This is an optimization exercise on Yosys and OpenROAD, whose aim is small area, a short achievable clock period and few clock cycles per item, not a production implementation. The RTL was checked by simulation tests, not by an equivalence proof against the original design.

Setup of the reference run:
## rps_top
module rps_top (
    input  logic        i_clk,
    input  logic        i_rst_n,
    input  logic        i_in_valid,
    output logic        o_in_ready,
    input  logic [1:0]  i_in_action,
    input  logic [15:0] i_in_word,
    input  logic [7:0]  i_in_index,
    output logic        o_out_valid,
    input  logic        i_out_ready,
    output logic [7:0]  o_out_element,
    output logic        o_out_complete,
    output logic        o_out_error,
    input  logic        i_cfg_valid,
    output logic        o_cfg_ready,
    input  logic [7:0]  i_cfg_data
);
    rps_pkg::t_in  in_data;
    rps_pkg::t_out out_data;
    assign in_data.action      = i_in_action;
    assign in_data.random_word = i_in_word;
    assign in_data.read_index  = i_in_index;
    random_permutation_shuffler #(
        .FIELD_SIZE (256),
        .WORD_BITS  (16)
    ) u_core (
        .i_clk       (i_clk),
        .i_rst_n     (i_rst_n),
        .i_in_valid  (i_in_valid),
        .o_in_ready  (o_in_ready),
        .i_in_data   (in_data),
        .o_out_valid (o_out_valid),
        .i_out_ready (i_out_ready),
        .o_out_data  (out_data),
        .i_cfg_valid (i_cfg_valid),
        .o_cfg_ready (o_cfg_ready),
        .i_cfg_data  (i_cfg_data)
    );
    assign o_out_element  = out_data.element_value;
    assign o_out_complete = out_data.shuffle_complete;
    assign o_out_error    = out_data.error_flag;
endmodule
Settings: LEC_CHECK=0, CAP_MARGIN=20, CELL_PAD_IN_SITES_DETAIL_PLACEMENT=1, CELL_PAD_IN_SITES_GLOBAL_PLACEMENT=1, CORE_MARGIN=2, CORE_UTILIZATION=25, CTS_CLUSTER_DIAMETER=80, CTS_CLUSTER_SIZE=30, PLACE_DENSITY=0.4, SETUP_SLACK_MARGIN=5.0, SLEW_MARGIN=20; clock period 8.0 ns.
run.sh (not shown) runs the stock make flow with config.mk's settings and CLKGATE_MAP_FILE= SYNTH_SCRIPT=/design/flow/synth_recipe.tcl, a recipe that flattens the netlist after the stock synthesis.
Testbench counts of the reference run, summed over its fixed seeds: cycles 8,288, requests 8,184.
Relative to the reference run, the following input files were edited for the trial run:
--- a/flow/design.v
+++ b/flow/design.v
@@ -257,23 +257,23 @@
     input  logic          i_in_valid,
     output logic          o_in_ready,
     input  rps_pkg::t_in  i_in_data,
     output logic          o_out_valid,
     input  logic          i_out_ready,
     output rps_pkg::t_out o_out_data,
     input  logic          i_cfg_valid,
     output logic          o_cfg_ready,
     input  logic [7:0]    i_cfg_data
 );
     localparam int CREDITS = rps_pkg::DIV_STAGES + 6;
-    localparam int QDEPTH  = CREDITS;
+    localparam int QDEPTH  = CREDITS - 1;
     localparam int QW      = $clog2(QDEPTH);
     localparam int CW      = $clog2(CREDITS + 1);
     logic          r_ready;
     logic          r_in_valid;
     rps_pkg::t_in  r_in;
     logic          in_fire;
     assign in_fire = i_in_valid && r_ready;
     always_ff @(posedge i_clk) begin
         if (!i_rst_n) r_in_valid <= 1'b0;
         else          r_in_valid <= in_fire;
         r_in <= i_in_data;
@@ -428,85 +428,79 @@
         r_x_a     <= r_w_a;
         r_res_rd  <= r1_rd;
         r_res_cpl <= r1_cpl;
         r_res_err <= r1_err;
     end
     rps_pkg::t_out push_data;
     assign push_data.element_value    = r_res_rd ? r_w_a : 8'd0;
     assign push_data.shuffle_complete = r_res_cpl;
     assign push_data.error_flag       = r_res_err;
     logic [QDEPTH-1:0][9:0] r_q;
     logic [QDEPTH-1:0]      r_q_wr, r_q_rd;      
-    logic [QDEPTH-1:0]      q_rd1;               
     logic [QW:0]            r_q_cnt;
-    logic                   r_out_valid;         
+    logic                   r_q_empty;
+    logic                   r_out_valid;
     rps_pkg::t_out          r_out;
     logic [CW-1:0]          r_pend;
-    logic [9:0]             q_h0, q_h1, out_stay, out_next;
-    logic                   wr_at_h0, wr_at_h1;
-    logic q_push, out_fire;
+    logic [9:0]             q_head;
+    logic out_space, q_push, q_pop, out_fire;
     logic [QW:0]   q_cnt_inc, q_cnt_dec;
     logic [CW-1:0] pend_inc, pend_dec;
     logic          rdy_inc, rdy_same;
     assign out_fire  = r_out_valid && i_out_ready;
-    assign q_push    = r_res_valid;
+    assign out_space = !r_out_valid || i_out_ready;
+    assign q_pop     = out_space && !r_q_empty;
+    assign q_push    = r_res_valid && !(out_space && r_q_empty);
     assign q_cnt_inc = r_q_cnt + (QW+1)'(1);
     assign q_cnt_dec = r_q_cnt - (QW+1)'(1);
     assign pend_inc  = r_pend + CW'(1);
     assign pend_dec  = r_pend - CW'(1);
     assign rdy_inc   = (pend_inc < CW'(CREDITS));
     assign rdy_same  = (r_pend < CW'(CREDITS));
-    assign q_rd1     = {r_q_rd[QDEPTH-2:0], r_q_rd[QDEPTH-1]};
-    assign wr_at_h0  = |(r_q_wr & r_q_rd);
-    assign wr_at_h1  = |(r_q_wr & q_rd1);
     always_comb begin
-        q_h0 = '0;
-        q_h1 = '0;
-        for (int i = 0; i < QDEPTH; i++) begin
-            q_h0 = q_h0 | ({10{r_q_rd[i]}} & r_q[i]);
-            q_h1 = q_h1 | ({10{q_rd1[i]}} & r_q[i]);
-        end
+        q_head = '0;
+        for (int i = 0; i < QDEPTH; i++) q_head = q_head | ({10{r_q_rd[i]}} & r_q[i]);
     end
-    assign out_stay = (q_push && wr_at_h0) ? push_data : q_h0;
-    assign out_next = (q_push && wr_at_h1) ? push_data : q_h1;
     always_ff @(posedge i_clk) begin
         if (!i_rst_n) begin
             r_out_valid <= 1'b0;
             r_q_wr      <= QDEPTH'(1);
             r_q_rd      <= QDEPTH'(1);
             r_q_cnt     <= '0;
+            r_q_empty   <= 1'b1;
             r_pend      <= '0;
             r_ready     <= 1'b1;
         end else begin
+            if (out_space) r_out_valid <= !r_q_empty || r_res_valid;
             if (q_push) r_q_wr <= {r_q_wr[QDEPTH-2:0], r_q_wr[QDEPTH-1]};
-            if (out_fire) r_q_rd <= q_rd1;
-            if (q_push && !out_fire) begin
-                r_q_cnt     <= q_cnt_inc;
-                r_out_valid <= 1'b1;
-            end else if (!q_push && out_fire) begin
-                r_q_cnt     <= q_cnt_dec;
-                r_out_valid <= (r_q_cnt != (QW+1)'(1));
+            if (q_pop)  r_q_rd <= {r_q_rd[QDEPTH-2:0], r_q_rd[QDEPTH-1]};
+            if (q_push && !q_pop) begin
+                r_q_cnt   <= q_cnt_inc;
+                r_q_empty <= 1'b0;
+            end else if (!q_push && q_pop) begin
+                r_q_cnt   <= q_cnt_dec;
+                r_q_empty <= (r_q_cnt == (QW+1)'(1));
             end
             if (in_fire && !out_fire) begin
                 r_pend  <= pend_inc;
                 r_ready <= rdy_inc;
             end else if (!in_fire && out_fire) begin
                 r_pend  <= pend_dec;
                 r_ready <= 1'b1;
             end else begin
                 r_ready <= rdy_same;
             end
         end
-        r_out <= out_fire ? out_next : out_stay;
+        if (out_space) r_out <= r_q_empty ? push_data : q_head;
         for (int i = 0; i < QDEPTH; i++) begin
-            if (q_push && r_q_wr[i]) r_q[i] <= push_data;
+            if (r_res_valid && r_q_wr[i]) r_q[i] <= push_data;
         end
     end
     assign o_in_ready  = r_ready;
     assign o_cfg_ready = 1'b1;
     assign o_out_valid = r_out_valid;
     assign o_out_data  = r_out;
 endmodule
 `timescale 1ns / 1ps
 module rps_top (
     input  logic        i_clk,
     input  logic        i_rst_n,
## What came out
Between the reference run and the trial run, highest achievable clock rate is lower for the trial run, the reference run comes in above that.
The trial run vs the reference run: wire length down slightly
The trial run vs the reference run: clock tree buffer count of the final layout up
The trial run and the reference run ended up with roughly the same met2 layer wire length in the routed design.
Compared with the reference run, in the trial run final standard cell utilization of the core ~0 delta, final clock period utilization by the worst path now larger, share of the synthesized area in compound gates (AO/OA/AOI/OAI) saw a decrease.
Max post-route worst setup slack across the reference run and the trial run: the reference run
On relative area change from synthesis to final layout, the reference run and the trial run are neck and neck.
Per the comparison of the trial run with the reference run, first-iteration DRC count now sits higher; final design instance area without fill now sits lower.
Relative to the reference run, number of placement rows decreased by about 0.8% in the trial run.
Count of filler cells inserted in the layout (higher): the reference run
Of the two values seen for launching element of the worst setup path, u_core.r_w_a[2]$_DFF_P_ was produced by the reference run and u_core.r_out[4]$_DFFE_PN_ by the trial run.
Testbench counts of the trial run, summed over its fixed seeds: cycles 8,288, requests 8,184.

---

Setup of oak:
rps_top with an RTL version that a note above also has.
Size in the first run: about 2,800 flip-flops, about 52 I/O pins.
Design rps_top, start of the top module:
module rps_top (
    input  logic        i_clk,
    input  logic        i_rst_n,
    input  logic        i_in_valid,
    output logic        o_in_ready,
    input  logic [1:0]  i_in_action,
    input  logic [15:0] i_in_word,
    input  logic [7:0]  i_in_index,
    output logic        o_out_valid,
    input  logic        i_out_ready,
    output logic [7:0]  o_out_element,
    output logic        o_out_complete,
    output logic        o_out_error,
    input  logic        i_cfg_valid,
    output logic        o_cfg_ready,
    input  logic [7:0]  i_cfg_data
);
export LEC_CHECK = 0
export CAP_MARGIN = 20
export CELL_PAD_IN_SITES_DETAIL_PLACEMENT = 1
export CELL_PAD_IN_SITES_GLOBAL_PLACEMENT = 1
export CORE_MARGIN = 2
export CORE_UTILIZATION = 35
export CTS_CLUSTER_DIAMETER = 80
export CTS_CLUSTER_SIZE = 30
export PLACE_DENSITY = 0.42
export SETUP_SLACK_MARGIN = 5.0
export SLEW_MARGIN = 20
create_clock -name core_clock -period 8.0 [get_ports {i_clk}]
Testbench counts of oak, summed over its fixed seeds: cycles 8,288, requests 8,184.
### oak -> pine
--- a/flow/design.v
+++ b/flow/design.v
@@ -256,25 +256,25 @@
     input  logic          i_rst_n,
     input  logic          i_in_valid,
     output logic          o_in_ready,
     input  rps_pkg::t_in  i_in_data,
     output logic          o_out_valid,
     input  logic          i_out_ready,
     output rps_pkg::t_out o_out_data,
     input  logic          i_cfg_valid,
     output logic          o_cfg_ready,
     input  logic [7:0]    i_cfg_data
 );
     localparam int CREDITS = rps_pkg::DIV_STAGES + 6;
-    localparam int QDEPTH  = CREDITS - 1;
+    localparam int QDEPTH  = CREDITS;
     localparam int QW      = $clog2(QDEPTH);
     localparam int CW      = $clog2(CREDITS + 1);
     logic          r_ready;
     logic          r_in_valid;
     rps_pkg::t_in  r_in;
     logic          in_fire;
     assign in_fire = i_in_valid && r_ready;
     always_ff @(posedge i_clk) begin
         if (!i_rst_n) r_in_valid <= 1'b0;
         else          r_in_valid <= in_fire;
         r_in <= i_in_data;
     end
@@ -427,81 +427,87 @@
         r_x_s     <= r_w_s;
         r_x_a     <= r_w_a;
         r_res_rd  <= r1_rd;
         r_res_cpl <= r1_cpl;
         r_res_err <= r1_err;
     end
     rps_pkg::t_out push_data;
     assign push_data.element_value    = r_res_rd ? r_w_a : 8'd0;
     assign push_data.shuffle_complete = r_res_cpl;
     assign push_data.error_flag       = r_res_err;
     logic [QDEPTH-1:0][9:0] r_q;
     logic [QDEPTH-1:0]      r_q_wr, r_q_rd;      
+    logic [QDEPTH-1:0]      q_rd1;               
     logic [QW:0]            r_q_cnt;
-    logic                   r_q_empty;
-    logic                   r_out_valid;
+    logic                   r_out_valid;         
     rps_pkg::t_out          r_out;
     logic [CW-1:0]          r_pend;
-    logic [9:0]             q_head;
-    logic out_space, q_push, q_pop, out_fire;
+    logic [9:0]             q_h0, q_h1, out_stay, out_next;
+    logic                   wr_at_h0, wr_at_h1;
+    logic q_push, out_fire;
     logic [QW:0]   q_cnt_inc, q_cnt_dec;
     logic [CW-1:0] pend_inc, pend_dec;
     logic          rdy_inc, rdy_same;
     assign out_fire  = r_out_valid && i_out_ready;
-    assign out_space = !r_out_valid || i_out_ready;
-    assign q_pop     = out_space && !r_q_empty;
-    assign q_push    = r_res_valid && !(out_space && r_q_empty);
+    assign q_push    = r_res_valid;
     assign q_cnt_inc = r_q_cnt + (QW+1)'(1);
     assign q_cnt_dec = r_q_cnt - (QW+1)'(1);
     assign pend_inc  = r_pend + CW'(1);
     assign pend_dec  = r_pend - CW'(1);
     assign rdy_inc   = (pend_inc < CW'(CREDITS));
     assign rdy_same  = (r_pend < CW'(CREDITS));
+    assign q_rd1     = {r_q_rd[QDEPTH-2:0], r_q_rd[QDEPTH-1]};
+    assign wr_at_h0  = |(r_q_wr & r_q_rd);
+    assign wr_at_h1  = |(r_q_wr & q_rd1);
     always_comb begin
-        q_head = '0;
-        for (int i = 0; i < QDEPTH; i++) q_head = q_head | ({10{r_q_rd[i]}} & r_q[i]);
+        q_h0 = '0;
+        q_h1 = '0;
+        for (int i = 0; i < QDEPTH; i++) begin
+            q_h0 = q_h0 | ({10{r_q_rd[i]}} & r_q[i]);
+            q_h1 = q_h1 | ({10{q_rd1[i]}} & r_q[i]);
+        end
     end
+    assign out_stay = (q_push && wr_at_h0) ? push_data : q_h0;
+    assign out_next = (q_push && wr_at_h1) ? push_data : q_h1;
     always_ff @(posedge i_clk) begin
         if (!i_rst_n) begin
             r_out_valid <= 1'b0;
             r_q_wr      <= QDEPTH'(1);
             r_q_rd      <= QDEPTH'(1);
             r_q_cnt     <= '0;
-            r_q_empty   <= 1'b1;
             r_pend      <= '0;
             r_ready     <= 1'b1;
         end else begin
-            if (out_space) r_out_valid <= !r_q_empty || r_res_valid;
             if (q_push) r_q_wr <= {r_q_wr[QDEPTH-2:0], r_q_wr[QDEPTH-1]};
-            if (q_pop)  r_q_rd <= {r_q_rd[QDEPTH-2:0], r_q_rd[QDEPTH-1]};
-            if (q_push && !q_pop) begin
-                r_q_cnt   <= q_cnt_inc;
-                r_q_empty <= 1'b0;
-            end else if (!q_push && q_pop) begin
-                r_q_cnt   <= q_cnt_dec;
-                r_q_empty <= (r_q_cnt == (QW+1)'(1));
+            if (out_fire) r_q_rd <= q_rd1;
+            if (q_push && !out_fire) begin
+                r_q_cnt     <= q_cnt_inc;
+                r_out_valid <= 1'b1;
+            end else if (!q_push && out_fire) begin
+                r_q_cnt     <= q_cnt_dec;
+                r_out_valid <= (r_q_cnt != (QW+1)'(1));
             end
             if (in_fire && !out_fire) begin
                 r_pend  <= pend_inc;
                 r_ready <= rdy_inc;
             end else if (!in_fire && out_fire) begin
                 r_pend  <= pend_dec;
                 r_ready <= 1'b1;
             end else begin
                 r_ready <= rdy_same;
             end
         end
-        if (out_space) r_out <= r_q_empty ? push_data : q_head;
+        r_out <= out_fire ? out_next : out_stay;
         for (int i = 0; i < QDEPTH; i++) begin
-            if (r_res_valid && r_q_wr[i]) r_q[i] <= push_data;
+            if (q_push && r_q_wr[i]) r_q[i] <= push_data;
         end
     end
     assign o_in_ready  = r_ready;
     assign o_cfg_ready = 1'b1;
     assign o_out_valid = r_out_valid;
     assign o_out_data  = r_out;
 endmodule
 `timescale 1ns / 1ps
 module rps_top (
     input  logic        i_clk,
     input  logic        i_rst_n,
     input  logic        i_in_valid,
--- outcome ---
[pine vs oak] finished layout cell area: higher in pine
Routed wire length: pine > oak
Final hold violation count across oak and pine: no real change.
Min worst-case headroom to the max-slew limit across oak and pine: oak
In terms of area growth from synthesis to layout, oak and pine differ only marginally.
Non-clock inverter count in the final layout ends up lower on pine.
When pine is set beside oak, its first-pass GRT wire length turns out to be about 1.6% larger.
Number of nets produced by synthesis of pine exceeds that of oak slightly.
Looking at shortest clock period the worst path allows after layout across both flows, pine is the stronger of the two, with oak trailing.
Area share of and/or/nand/nor cells after synthesis, oak and pine, lower one = pine.
Worst hold margin (pine over oak): decrease, 0.0040 ns
Between pine and oak, the global-route usage does not differ in any meaningful way.
Setup WNS oak -> pine: better
Re ratio of final minimum period to clock period: pine is 2.5 points down on oak.
Testbench counts of pine, summed over its fixed seeds: cycles 8,288, requests 8,184.

[static timing again, ports no longer ideal]
Ports are ideal in the flow. The routed layouts listed here were re-timed in OpenROAD.
Step 1, drivers: a clkbuf_16 drives i_clk and a buf_2 each remaining input, both assumed.
Step 2 times the ports against the registers' clock, not the clock port: input delays grow and output delays shrink by t, the midpoint of the rising clock arrivals with the driver on.
a / b / c = no drivers / after step 1 / after step 2; a / b = the first two.
run | t, ns | slack for setup (ns) | hold slack, ns | worst data-port slew with drivers (ns) | pins driven straight from the clock port
the reference run | 1.095 | 4.932 / 4.824 / 4.317 | 0.304 / 0.304 / 0.304 | 0.05 | 1
the trial run | 1.093 | 4.840 / 4.721 / 4.144 | 0.324 / 0.324 / 0.324 | 0.06 | 1
oak | 1.040 | 4.789 / 4.669 / 4.136 | 0.324 / 0.324 / 0.324 | 0.07 | 1
pine | 1.037 | 4.987 / 4.877 / 4.268 | 0.320 / 0.320 / 0.320 | 0.06 | 1
After both steps setup and hold are still met in every run listed. The setup slack of pine, which loses most, moves by -0.110 ns with the drivers and by -0.719 ns with both steps.
